Context: an optimization exercise on an open-source flow, tuned for small area and few clock cycles. The choices shown serve that exercise and are no tape-out recipe. Only simulation tests tie the RTL to the original design; equivalence was not proved.

==> v10: inputs <==
==> flow/design.v <==
`default_nettype none
package rsag_pkg;
    localparam int MAX_SPAN = 64;
    localparam int LEN_W    = 7;
endpackage
`default_nettype wire
`default_nettype none
module rsag_walker (
    input  wire logic               i_clk,
    input  wire logic               i_rst_n,
    input  wire logic               i_load,
    input  wire logic               i_take,
    input  wire logic [15:0]        i_ss,
    input  wire logic [15:0]        i_ds,
    input  wire logic signed [16:0] i_y,
    input  wire logic signed [16:0] i_lo,
    input  wire logic [5:0]         i_f,
    input  wire logic [5:0]         i_nm1,
    input  wire logic signed [15:0] i_sx0,
    input  wire logic signed [15:0] i_sy0,
    input  wire logic signed [31:0] i_stx,
    input  wire logic signed [31:0] i_sty,
    output logic                    o_busy,
    output logic                    o_done,
    output logic [38:0]             o_src,
    output logic [33:0]             o_dst,
    output logic [33:0]             o_inc,
    output logic [15:0]             o_fx0,
    output logic [15:0]             o_fy0,
    output logic [15:0]             o_fx,
    output logic [15:0]             o_fy,
    output logic [5:0]              o_nm1
);
    localparam logic [2:0] ST_IDLE = 3'd0;
    localparam logic [2:0] ST_FY   = 3'd1;
    localparam logic [2:0] ST_FX   = 3'd2;
    localparam logic [2:0] ST_MUL  = 3'd3;
    localparam logic [2:0] ST_DONE = 3'd4;
    logic [2:0]  r_state;
    logic [3:0]  r_cnt;
    logic [41:0] r_p;       
    logic        r_pprev;
    logic [21:0] r_m;       
    logic [15:0] r_fx0, r_fy0, r_fx, r_fy;
    logic [5:0]  r_f, r_nm1;
    logic [34:0] r_k;       
    logic        r_kprev;
    logic [36:0] r_d;       
    logic        r_dprev;
    function automatic logic [2:0] booth(input logic b1, input logic b0, input logic prev);
        logic one, two;
        one = b0 ^ prev;
        two = (b1 & ~b0 & ~prev) | (~b1 & b0 & prev);
        booth = {b1, two, one};
    endfunction
    logic        lane_f;
    logic [2:0]  pd;
    logic [34:0] p_a, p_h, p_pp, p_t;
    logic [41:0] p_next;
    always_comb begin
        lane_f = (r_state == ST_FY) || (r_state == ST_FX);
        pd     = booth(r_p[1], r_p[0], r_pprev);
        if (r_state == ST_FY)
            p_a = {{3{r_k[15]}}, r_k[15:0], r_fy};
        else if (r_state == ST_FX)
            p_a = {{3{r_k[32]}}, r_k[32:17], r_fx};
        else
            p_a = {{13{r_m[21]}}, r_m};
        p_h   = lane_f ? {r_p[41], r_p[41:8]} : {{11{r_p[41]}}, r_p[41:18]};
        p_pp  = pd[1] ? {p_a[33:0], 1'b0} : (pd[0] ? p_a : 35'd0);
        p_t   = p_h + (pd[2] ? ~p_pp : p_pp) + {34'd0, pd[2]};
        if (lane_f)
            p_next = {p_t[34], p_t[34:2], p_t[1:0], r_p[7:2]};
        else
            p_next = {p_t[24], p_t[24:2], p_t[1:0], r_p[17:2]};
    end
    logic [2:0]  kd, dd;
    logic [19:0] k_t, d_t, k_pp, d_pp;
    always_comb begin
        kd   = booth(r_k[1], r_k[0], r_kprev);
        k_pp = kd[1] ? {2'b00, i_ss, 1'b0} : (kd[0] ? {3'b000, i_ss} : 20'd0);
        k_t  = {r_k[34], r_k[34:16]} + (kd[2] ? ~k_pp : k_pp) + {19'd0, kd[2]};
        dd   = booth(r_d[1], r_d[0], r_dprev);
        d_pp = dd[1] ? {2'b00, i_ds, 1'b0} : (dd[0] ? {3'b000, i_ds} : 20'd0);
        d_t  = {r_d[36], r_d[36:18]} + (dd[2] ? ~d_pp : d_pp) + {19'd0, dd[2]};
    end
    wire last_f   = (r_cnt == 4'd3);
    wire last_mul = (r_cnt == 4'd8);
    always_ff @(posedge i_clk) begin
        if (!i_rst_n) begin
            r_state <= ST_IDLE;
        end else if (i_load) begin
            r_state <= (i_f == 6'd0) ? ST_MUL : ST_FY;
        end else begin
            case (r_state)
                ST_FY:   if (last_f) r_state <= ST_FX;
                ST_FX:   if (last_f) r_state <= ST_MUL;
                ST_MUL:  if (last_mul) r_state <= ST_DONE;
                ST_DONE: if (i_take) r_state <= ST_IDLE;
                default: r_state <= ST_IDLE;
            endcase
        end
    end
    always_ff @(posedge i_clk) begin
        if (i_load) begin
            r_cnt   <= 4'd0;
            r_pprev <= 1'b0;
            r_kprev <= 1'b0;
            r_dprev <= 1'b0;
            r_k     <= {{2{i_stx[31]}}, i_stx[31:16], 1'b0, i_sty[31:16]};
            r_d     <= {i_lo[16], i_lo, 1'b0, i_y[16], i_y};
            r_fx    <= i_stx[15:0];
            r_fy    <= i_sty[15:0];
            r_f     <= i_f;
            r_nm1   <= i_nm1;
            if (i_f == 6'd0) begin
                r_p   <= {{7{i_sx0[15]}}, i_sx0, 1'b0, 2'b00, i_ss};
                r_m   <= {{6{i_sy0[15]}}, i_sy0};
                r_fx0 <= 16'd0;
                r_fy0 <= 16'd0;
            end else begin
                r_p   <= {{2{i_sy0[15]}}, i_sy0, 16'd0, 2'b00, i_f};
                r_fx0 <= i_sx0;
            end
        end else begin
            case (r_state)
                ST_FY: begin
                    r_cnt   <= last_f ? 4'd0 : r_cnt + 4'd1;
                    if (last_f) begin
                        r_m     <= p_next[37:16];
                        r_fy0   <= p_next[15:0];
                        r_p     <= {{2{r_fx0[15]}}, r_fx0, 16'd0, 2'b00, r_f};
                        r_pprev <= 1'b0;
                    end else begin
                        r_p     <= p_next;
                        r_pprev <= r_p[1];
                    end
                end
                ST_FX: begin
                    r_cnt   <= last_f ? 4'd0 : r_cnt + 4'd1;
                    if (last_f) begin
                        r_fx0   <= p_next[15:0];
                        r_p     <= {p_next[37], p_next[37:16], 1'b0, 2'b00, i_ss};
                        r_pprev <= 1'b0;
                    end else begin
                        r_p     <= p_next;
                        r_pprev <= r_p[1];
                    end
                end
                ST_MUL: begin
                    r_cnt   <= r_cnt + 4'd1;
                    r_p     <= p_next;
                    r_pprev <= r_p[1];
                    r_d     <= {d_t[19], d_t[19:2], d_t[1:0], r_d[17:2]};
                    r_dprev <= r_d[1];
                    if (!last_mul) begin
                        r_k     <= {k_t[19], k_t[19:2], k_t[1:0], r_k[15:2]};
                        r_kprev <= r_k[1];
                    end
                end
                default: ;
            endcase
        end
    end
    assign o_busy = (r_state != ST_IDLE);
    assign o_done = (r_state == ST_DONE);
    assign o_src  = r_p[38:0];
    assign o_dst  = r_d[33:0];
    assign o_inc  = r_k[33:0];
    assign o_fx0  = r_fx0;
    assign o_fy0  = r_fy0;
    assign o_fx   = r_fx;
    assign o_fy   = r_fy;
    assign o_nm1  = r_nm1;
endmodule
`default_nettype wire
`default_nettype none
module rsag_pipe (
    input  wire logic               i_clk,
    input  wire logic               i_rst_n,
    input  wire logic               i_load,
    input  wire logic [15:0]        i_ss,
    input  wire logic [38:0]        i_src,
    input  wire logic [33:0]        i_dst,
    input  wire logic [33:0]        i_inc,
    input  wire logic [15:0]        i_fx0,
    input  wire logic [15:0]        i_fy0,
    input  wire logic [15:0]        i_fx,
    input  wire logic [15:0]        i_fy,
    input  wire logic [5:0]         i_nm1,
    output logic                    o_free,
    output logic                    o_valid,
    output logic signed [47:0]      o_source_offset,
    output logic signed [47:0]      o_dest_offset,
    output logic                    o_last_pixel
);
    logic        r_valid;
    logic [5:0]  r_left;
    logic [38:0] r_src;
    logic [33:0] r_dst, r_inc;
    logic [15:0] r_fxa, r_fya, r_fx, r_fy;
    logic [16:0] fx_sum, fy_sum;
    logic [38:0] src_sum;
    always_comb begin
        fx_sum  = {1'b0, r_fxa} + {1'b0, r_fx};
        fy_sum  = {1'b0, r_fya} + {1'b0, r_fy};
        src_sum = r_src + {{5{r_inc[33]}}, r_inc}
                + {23'd0, fy_sum[16] ? i_ss : 16'd0}
                + {37'd0, fx_sum[16], 1'b0};
    end
    always_ff @(posedge i_clk) begin
        if (!i_rst_n) begin
            r_valid <= 1'b0;
        end else if (i_load) begin
            r_valid <= 1'b1;
        end else if (r_left == 6'd0) begin
            r_valid <= 1'b0;
        end
    end
    always_ff @(posedge i_clk) begin
        if (i_load) begin
            r_left <= i_nm1;
            r_src  <= i_src;
            r_dst  <= i_dst;
            r_inc  <= i_inc;
            r_fxa  <= i_fx0;
            r_fya  <= i_fy0;
            r_fx   <= i_fx;
            r_fy   <= i_fy;
        end else begin
            r_left <= r_left - 6'd1;
            r_src  <= src_sum;
            r_dst  <= {r_dst[33:1] + 33'd1, r_dst[0]};
            r_fxa  <= fx_sum[15:0];
            r_fya  <= fy_sum[15:0];
        end
    end
    assign o_free          = !r_valid || (r_left == 6'd0);
    assign o_valid         = r_valid;
    assign o_last_pixel    = (r_left == 6'd0);
    assign o_source_offset = {{9{r_src[38]}}, r_src};
    assign o_dest_offset   = {{14{r_dst[33]}}, r_dst};
endmodule
`default_nettype wire
`default_nettype none
module rotated_span_address_generator_core (
    input  wire logic                        i_clk,
    input  wire logic                        i_rst_n,
    input  wire logic                        i_start,
    output logic                             o_busy,
    input  wire logic                        i_cfg_we,
    input  wire logic [2:0]                  i_cfg_index,
    input  wire logic [15:0]                 i_cfg_data,
    input  wire logic signed [15:0]          i_row_offset,
    input  wire logic signed [15:0]          i_column_offset,
    input  wire logic signed [15:0]          i_src_start_x,
    input  wire logic signed [15:0]          i_src_start_y,
    input  wire logic signed [31:0]          i_step_x,
    input  wire logic signed [31:0]          i_step_y,
    input  wire logic [rsag_pkg::LEN_W-1:0]  i_span_length,
    output logic                             o_valid,
    output logic signed [47:0]               o_source_offset,
    output logic signed [47:0]               o_dest_offset,
    output logic                             o_last_pixel
);
    logic signed [15:0] r_origin_x, r_origin_y;
    logic signed [15:0] r_clip_left, r_clip_right, r_clip_top, r_clip_bottom;
    logic        [15:0] r_source_stride, r_dest_stride;
    always_ff @(posedge i_clk) begin
        if (!i_rst_n) begin
            r_origin_x      <= 16'sh0000;
            r_origin_y      <= 16'sh0000;
            r_clip_left     <= 16'sh8000;
            r_clip_right    <= 16'sh7FFF;
            r_clip_top      <= 16'sh8000;
            r_clip_bottom   <= 16'sh7FFF;
            r_source_stride <= 16'h0000;
            r_dest_stride   <= 16'h0000;
        end else if (i_cfg_we) begin
            case (i_cfg_index)
                3'd0: r_origin_x      <= i_cfg_data;
                3'd1: r_origin_y      <= i_cfg_data;
                3'd2: r_clip_left     <= i_cfg_data;
                3'd3: r_clip_right    <= i_cfg_data;
                3'd4: r_clip_top      <= i_cfg_data;
                3'd5: r_clip_bottom   <= i_cfg_data;
                3'd6: r_source_stride <= i_cfg_data;
                default: r_dest_stride <= i_cfg_data;
            endcase
        end
    end
    logic signed [16:0] y, x, lo;
    logic signed [17:0] xe, hi;
    logic        [6:0]  len;
    logic               row_ok, nonempty;
    logic        [5:0]  f, nm1;
    always_comb begin
        y        = 17'(i_row_offset) + 17'(r_origin_y);
        x        = 17'(i_column_offset) + 17'(r_origin_x);
        len      = i_span_length[6] ? 7'd64 : i_span_length;
        xe       = 18'(x) + $signed({11'd0, len}) - 18'sd1;
        lo       = (x < 17'(r_clip_left)) ? 17'(r_clip_left) : x;
        hi       = (xe > 18'(r_clip_right)) ? 18'(r_clip_right) : xe;
        row_ok   = (y >= 17'(r_clip_top)) && (y <= 17'(r_clip_bottom));
        nonempty = row_ok && (18'(lo) <= hi);
        f        = 6'(lo - x);
        nm1      = 6'(hi[16:0] - lo);
    end
    logic        accept;
    logic        done, pipe_free;
    logic        h_busy;
    assign accept = i_start && !o_busy && nonempty;
    logic [38:0] w_src;
    logic [33:0] w_dst, w_inc;
    logic [15:0] w_fx0, w_fy0, w_fx, w_fy;
    logic [5:0]  w_nm1;
    rsag_walker u_walker (
        .i_clk       (i_clk),
        .i_rst_n     (i_rst_n),
        .i_load      (accept),
        .i_take      (pipe_free),
        .i_ss        (r_source_stride),
        .i_ds        (r_dest_stride),
        .i_y         (y),
        .i_lo        (lo),
        .i_f         (f),
        .i_nm1       (nm1),
        .i_sx0       (i_src_start_x),
        .i_sy0       (i_src_start_y),
        .i_stx       (i_step_x),
        .i_sty       (i_step_y),
        .o_busy      (h_busy),
        .o_done      (done),
        .o_src       (w_src),
        .o_dst       (w_dst),
        .o_inc       (w_inc),
        .o_fx0       (w_fx0),
        .o_fy0       (w_fy0),
        .o_fx        (w_fx),
        .o_fy        (w_fy),
        .o_nm1       (w_nm1)
    );
    rsag_pipe u_pipe (
        .i_clk           (i_clk),
        .i_rst_n         (i_rst_n),
        .i_load          (done && pipe_free),
        .i_ss            (r_source_stride),
        .i_src           (w_src),
        .i_dst           (w_dst),
        .i_inc           (w_inc),
        .i_fx0           (w_fx0),
        .i_fy0           (w_fy0),
        .i_fx            (w_fx),
        .i_fy            (w_fy),
        .i_nm1           (w_nm1),
        .o_free          (pipe_free),
        .o_valid         (o_valid),
        .o_source_offset (o_source_offset),
        .o_dest_offset   (o_dest_offset),
        .o_last_pixel    (o_last_pixel)
    );
    assign o_busy = h_busy && !(done && pipe_free);
endmodule
`default_nettype wire
==> flow/run.sh <==
#!/bin/bash
# synth_recipe.tcl (not shown) runs the flow's synth.tcl, then flattens the netlist and writes it again
# the make line also repeats each setting of config.mk as NAME=value (left out here)
make -C /OpenROAD-flow-scripts/flow DESIGN_CONFIG=/design/flow/config.mk WORK_HOME=/design/flow/orfs CLKGATE_MAP_FILE= SYNTH_SCRIPT=/design/flow/synth_recipe.tcl finish
==> flow/config.mk <==
export PLATFORM = sky130hd
export DESIGN_NAME = rotated_span_address_generator_core
export DESIGN_NICKNAME = rotated_span_address_generator_core
export VERILOG_FILES = /design/flow/design.v
export SDC_FILE = /design/flow/constraint.sdc
export NUM_CORES = 4
export LEC_CHECK = 0
export CAP_MARGIN = 20
export CORE_MARGIN = 2
export CORE_UTILIZATION = 40
export SLEW_MARGIN = 20
==> flow/constraint.sdc <==
create_clock -name core_clock -period 7.0 [get_ports {i_clk}]
set_input_delay 1.4000 -clock core_clock [delete_from_list [all_inputs] [get_ports {i_clk}]]
set_output_delay 1.4000 -clock core_clock [all_outputs]
set_load 0.01 [all_outputs]
==> v31: changes against v10 <==
--- a/flow/design.v
+++ b/flow/design.v
@@ -10,4 +10,5 @@
     input  wire logic               i_rst_n,
     input  wire logic               i_load,
+    input  wire logic               i_accept,
     input  wire logic               i_take,
     input  wire logic [15:0]        i_ss,
@@ -16,5 +17,5 @@
     input  wire logic signed [16:0] i_lo,
     input  wire logic [5:0]         i_f,
-    input  wire logic [5:0]         i_nm1,
+    input  wire logic [5:0]         i_g,
     input  wire logic signed [15:0] i_sx0,
     input  wire logic signed [15:0] i_sy0,
@@ -37,11 +38,12 @@
     localparam logic [2:0] ST_MUL  = 3'd3;
     localparam logic [2:0] ST_DONE = 3'd4;
+    localparam logic [2:0] ST_FIN  = 3'd5;
     logic [2:0]  r_state;
     logic [3:0]  r_cnt;
-    logic [41:0] r_p;       
+    logic [51:0] r_p;       
     logic        r_pprev;
     logic [21:0] r_m;       
     logic [15:0] r_fx0, r_fy0, r_fx, r_fy;
-    logic [5:0]  r_f, r_nm1;
+    logic [5:0]  r_f, r_g;
     logic [34:0] r_k;       
     logic        r_kprev;
@@ -54,11 +56,9 @@
         booth = {b1, two, one};
     endfunction
-    logic        lane_f;
     logic [2:0]  pd;
-    logic [34:0] p_a, p_h, p_pp, p_t;
-    logic [41:0] p_next;
+    logic [34:0] p_a, p_pp, p_t;
+    logic [51:0] p_next;
     always_comb begin
-        lane_f = (r_state == ST_FY) || (r_state == ST_FX);
-        pd     = booth(r_p[1], r_p[0], r_pprev);
+        pd = booth(r_p[1], r_p[0], r_pprev);
         if (r_state == ST_FY)
             p_a = {{3{r_k[15]}}, r_k[15:0], r_fy};
@@ -67,11 +67,7 @@
         else
             p_a = {{13{r_m[21]}}, r_m};
-        p_h   = lane_f ? {r_p[41], r_p[41:8]} : {{11{r_p[41]}}, r_p[41:18]};
-        p_pp  = pd[1] ? {p_a[33:0], 1'b0} : (pd[0] ? p_a : 35'd0);
-        p_t   = p_h + (pd[2] ? ~p_pp : p_pp) + {34'd0, pd[2]};
-        if (lane_f)
-            p_next = {p_t[34], p_t[34:2], p_t[1:0], r_p[7:2]};
-        else
-            p_next = {p_t[24], p_t[24:2], p_t[1:0], r_p[17:2]};
+        p_pp   = pd[1] ? {p_a[33:0], 1'b0} : (pd[0] ? p_a : 35'd0);
+        p_t    = {r_p[51], r_p[51:18]} + (pd[2] ? ~p_pp : p_pp) + {34'd0, pd[2]};
+        p_next = {p_t[34], p_t[34:2], p_t[1:0], r_p[17:2]};
     end
     logic [2:0]  kd, dd;
@@ -91,7 +87,8 @@
             r_state <= ST_IDLE;
         end else if (i_load) begin
-            r_state <= (i_f == 6'd0) ? ST_MUL : ST_FY;
+            r_state <= !i_accept ? ST_IDLE : (i_f == 6'd0) ? ST_MUL : ST_FIN;
         end else begin
             case (r_state)
+                ST_FIN:  r_state <= ST_FY;
                 ST_FY:   if (last_f) r_state <= ST_FX;
                 ST_FX:   if (last_f) r_state <= ST_MUL;
@@ -113,22 +110,21 @@
             r_fy    <= i_sty[15:0];
             r_f     <= i_f;
-            r_nm1   <= i_nm1;
-            if (i_f == 6'd0) begin
-                r_p   <= {{7{i_sx0[15]}}, i_sx0, 1'b0, 2'b00, i_ss};
-                r_m   <= {{6{i_sy0[15]}}, i_sy0};
-                r_fx0 <= 16'd0;
-                r_fy0 <= 16'd0;
-            end else begin
-                r_p   <= {{2{i_sy0[15]}}, i_sy0, 16'd0, 2'b00, i_f};
-                r_fx0 <= i_sx0;
-            end
+            r_g     <= i_g;
+            r_p     <= {{17{i_sx0[15]}}, i_sx0, 1'b0, 2'b00, i_ss};
+            r_m     <= {{6{i_sy0[15]}}, i_sy0};
+            r_fx0   <= 16'd0;
+            r_fy0   <= 16'd0;
         end else begin
             case (r_state)
+                ST_FIN: begin
+                    r_p     <= {{2{r_m[15]}}, r_m[15:0], 16'd0, 12'd0, r_f};
+                    r_fx0   <= r_p[34:19];
+                end
                 ST_FY: begin
                     r_cnt   <= last_f ? 4'd0 : r_cnt + 4'd1;
                     if (last_f) begin
-                        r_m     <= p_next[37:16];
-                        r_fy0   <= p_next[15:0];
-                        r_p     <= {{2{r_fx0[15]}}, r_fx0, 16'd0, 2'b00, r_f};
+                        r_m     <= p_next[47:26];
+                        r_fy0   <= p_next[25:10];
+                        r_p     <= {{2{r_fx0[15]}}, r_fx0, 16'd0, 12'd0, r_f};
                         r_pprev <= 1'b0;
                     end else begin
@@ -140,6 +136,6 @@
                     r_cnt   <= last_f ? 4'd0 : r_cnt + 4'd1;
                     if (last_f) begin
-                        r_fx0   <= p_next[15:0];
-                        r_p     <= {p_next[37], p_next[37:16], 1'b0, 2'b00, i_ss};
+                        r_fx0   <= p_next[25:10];
+                        r_p     <= {{11{p_next[47]}}, p_next[47:26], 1'b0, 2'b00, i_ss};
                         r_pprev <= 1'b0;
                     end else begin
@@ -172,5 +168,5 @@
     assign o_fx   = r_fx;
     assign o_fy   = r_fy;
-    assign o_nm1  = r_nm1;
+    assign o_nm1  = r_g - r_f;
 endmodule
 `default_nettype wire
@@ -267,48 +263,47 @@
     logic signed [15:0] r_clip_left, r_clip_right, r_clip_top, r_clip_bottom;
     logic        [15:0] r_source_stride, r_dest_stride;
+    logic [15:0] d_zero, d_min, d_max;
+    logic [7:0]  we;
+    always_comb begin
+        d_zero = i_rst_n ? i_cfg_data : 16'h0000;
+        d_min  = i_rst_n ? i_cfg_data : 16'h8000;
+        d_max  = i_rst_n ? i_cfg_data : 16'h7FFF;
+        for (int k = 0; k < 8; k++)
+            we[k] = !i_rst_n || (i_cfg_we && (i_cfg_index == 3'(k)));
+    end
     always_ff @(posedge i_clk) begin
-        if (!i_rst_n) begin
-            r_origin_x      <= 16'sh0000;
-            r_origin_y      <= 16'sh0000;
-            r_clip_left     <= 16'sh8000;
-            r_clip_right    <= 16'sh7FFF;
-            r_clip_top      <= 16'sh8000;
-            r_clip_bottom   <= 16'sh7FFF;
-            r_source_stride <= 16'h0000;
-            r_dest_stride   <= 16'h0000;
-        end else if (i_cfg_we) begin
-            case (i_cfg_index)
-                3'd0: r_origin_x      <= i_cfg_data;
-                3'd1: r_origin_y      <= i_cfg_data;
-                3'd2: r_clip_left     <= i_cfg_data;
-                3'd3: r_clip_right    <= i_cfg_data;
-                3'd4: r_clip_top      <= i_cfg_data;
-                3'd5: r_clip_bottom   <= i_cfg_data;
-                3'd6: r_source_stride <= i_cfg_data;
-                default: r_dest_stride <= i_cfg_data;
-            endcase
-        end
+        if (we[0]) r_origin_x      <= d_zero;
+        if (we[1]) r_origin_y      <= d_zero;
+        if (we[2]) r_clip_left     <= d_min;
+        if (we[3]) r_clip_right    <= d_max;
+        if (we[4]) r_clip_top      <= d_min;
+        if (we[5]) r_clip_bottom   <= d_max;
+        if (we[6]) r_source_stride <= d_zero;
+        if (we[7]) r_dest_stride   <= d_zero;
     end
     logic signed [16:0] y, x, lo;
-    logic signed [17:0] xe, hi;
+    logic signed [17:0] dl, dr;
     logic        [6:0]  len;
-    logic               row_ok, nonempty;
-    logic        [5:0]  f, nm1;
+    logic        [5:0]  lm1, f, g;
+    logic               row_ok, nonempty, dl_pos;
     always_comb begin
         y        = 17'(i_row_offset) + 17'(r_origin_y);
         x        = 17'(i_column_offset) + 17'(r_origin_x);
         len      = i_span_length[6] ? 7'd64 : i_span_length;
-        xe       = 18'(x) + $signed({11'd0, len}) - 18'sd1;
-        lo       = (x < 17'(r_clip_left)) ? 17'(r_clip_left) : x;
-        hi       = (xe > 18'(r_clip_right)) ? 18'(r_clip_right) : xe;
+        lm1      = 6'(len - 7'd1);
+        dl       = 18'(r_clip_left) - 18'(x);
+        dr       = 18'(r_clip_right) - 18'(x);
+        dl_pos   = !dl[17] && (dl != 18'sd0);
+        f        = dl_pos ? dl[5:0] : 6'd0;
+        g        = (dr[16:6] != 11'd0 || lm1 <= dr[5:0]) ? lm1 : dr[5:0];
+        lo       = dl_pos ? 17'(r_clip_left) : x;
         row_ok   = (y >= 17'(r_clip_top)) && (y <= 17'(r_clip_bottom));
-        nonempty = row_ok && (18'(lo) <= hi);
-        f        = 6'(lo - x);
-        nm1      = 6'(hi[16:0] - lo);
+        nonempty = row_ok && (len != 7'd0) && !dr[17]
+                && !(dl_pos && dl[16:6] != 11'd0) && (f <= g);
     end
     logic        accept;
     logic        done, pipe_free;
     logic        h_busy;
-    assign accept = i_start && !o_busy && nonempty;
+    assign accept = i_start && nonempty;
     logic [38:0] w_src;
     logic [33:0] w_dst, w_inc;
@@ -318,5 +313,6 @@
         .i_clk       (i_clk),
         .i_rst_n     (i_rst_n),
-        .i_load      (accept),
+        .i_load      (!o_busy),
+        .i_accept    (accept),
         .i_take      (pipe_free),
         .i_ss        (r_source_stride),
@@ -325,5 +321,5 @@
         .i_lo        (lo),
         .i_f         (f),
-        .i_nm1       (nm1),
+        .i_g         (g),
         .i_sx0       (i_src_start_x),
         .i_sy0       (i_src_start_y),
--- a/flow/config.mk
+++ b/flow/config.mk
@@ -6,6 +6,10 @@
 export NUM_CORES = 4
 export LEC_CHECK = 0
+export ABC_AREA = 1
 export CAP_MARGIN = 20
 export CORE_MARGIN = 2
-export CORE_UTILIZATION = 40
+export CORE_UTILIZATION = 65
+export CTS_BUF_LIST = sky130_fd_sc_hd__clkbuf_16
+export CTS_CLUSTER_DIAMETER = 100
+export CTS_CLUSTER_SIZE = 30
 export SLEW_MARGIN = 20
==> out/metrics.csv <==
metric,value,unit
timing.final.crit_period,8.44,ns
layout.nets,5297,
routed-wl-met2,58900,µm
hold_path.startpoint,u_walker.r_nm1[3]$_DFFE_PP_,
setup_viol,388,
cp-startpoint,i_column_offset[0],
critical_path.reg2reg.endpoint,u_walker.r_p[0]$_DFFE_PP_,
post-route-worst-setup-slack,-1.44,ns
initial_core_util,40.3,%
timing.hold.ws,0.454,ns
status,failed layout checks,
so_faults,setup timing,
post_synth_fa_ha_maj_area_fraction,13.7,%
multi_input_cells,3369,
(the above is from v10)
==> out/metrics.csv <==
metric,value,unit
layout.nets,4795,
post_synth_fa_ha_maj_area_fraction,11.1,%
status,"complete, no violations",
multi_input_cells,2925,
timing.hold.ws,0.464,ns
hold_path.startpoint,u_walker.r_k[15]$_DFFE_PP_,
tritoncts,done,
routed-wl-met2,51200,µm
first_global_vias,29090,
cp-startpoint,u_pipe.r_fy[0]$_DFFE_PP_,
critical_path.reg2reg.endpoint,u_pipe.r_src[30]$_DFF_P_,
cts_htree_levels,1,
timing.final.crit_period,6.44,ns
initial_core_util,65.8,%
cts.repair_timing.setup_buffer_count,0,
post-route-worst-setup-slack,0.560,ns
(the above is from v31)
Testbench counts of v10, summed over its fixed seeds: cycles 126,487.
Testbench counts of v31, summed over its fixed seeds: cycles 126,883.

## separate check: timing with driven ports
The results above use ideal ports. As a check the final layouts listed here were re-extracted and re-timed, cells and wires unchanged.
Step 1: set_driving_cell puts a clkbuf_16 on i_clk and a buf_2 on each other input, an assumption about the parent block.
Step 2 also shifts input and output timing later by t, the mid clock arrival at the registers, as if the neighbouring blocks saw the same clock.
a / b / c = ideal ports / drivers / drivers and shift; a / b = the first two.
run	t (ns)	slack for setup (ns)	worst setup path after step 2	clock arrival spread, ns
v10	0.691	-1.440 / -1.412 / -2.103	input to register	0.043 / 0.044
v31	0.658	0.560 / 0.560 / -0.035	input to register	0.042 / 0.042
Met with ideal ports but missed after step 2: setup timing in v31. For v10, which loses most, drivers alone change the setup slack by +0.028 ns; drivers and shift together by -0.663 ns.
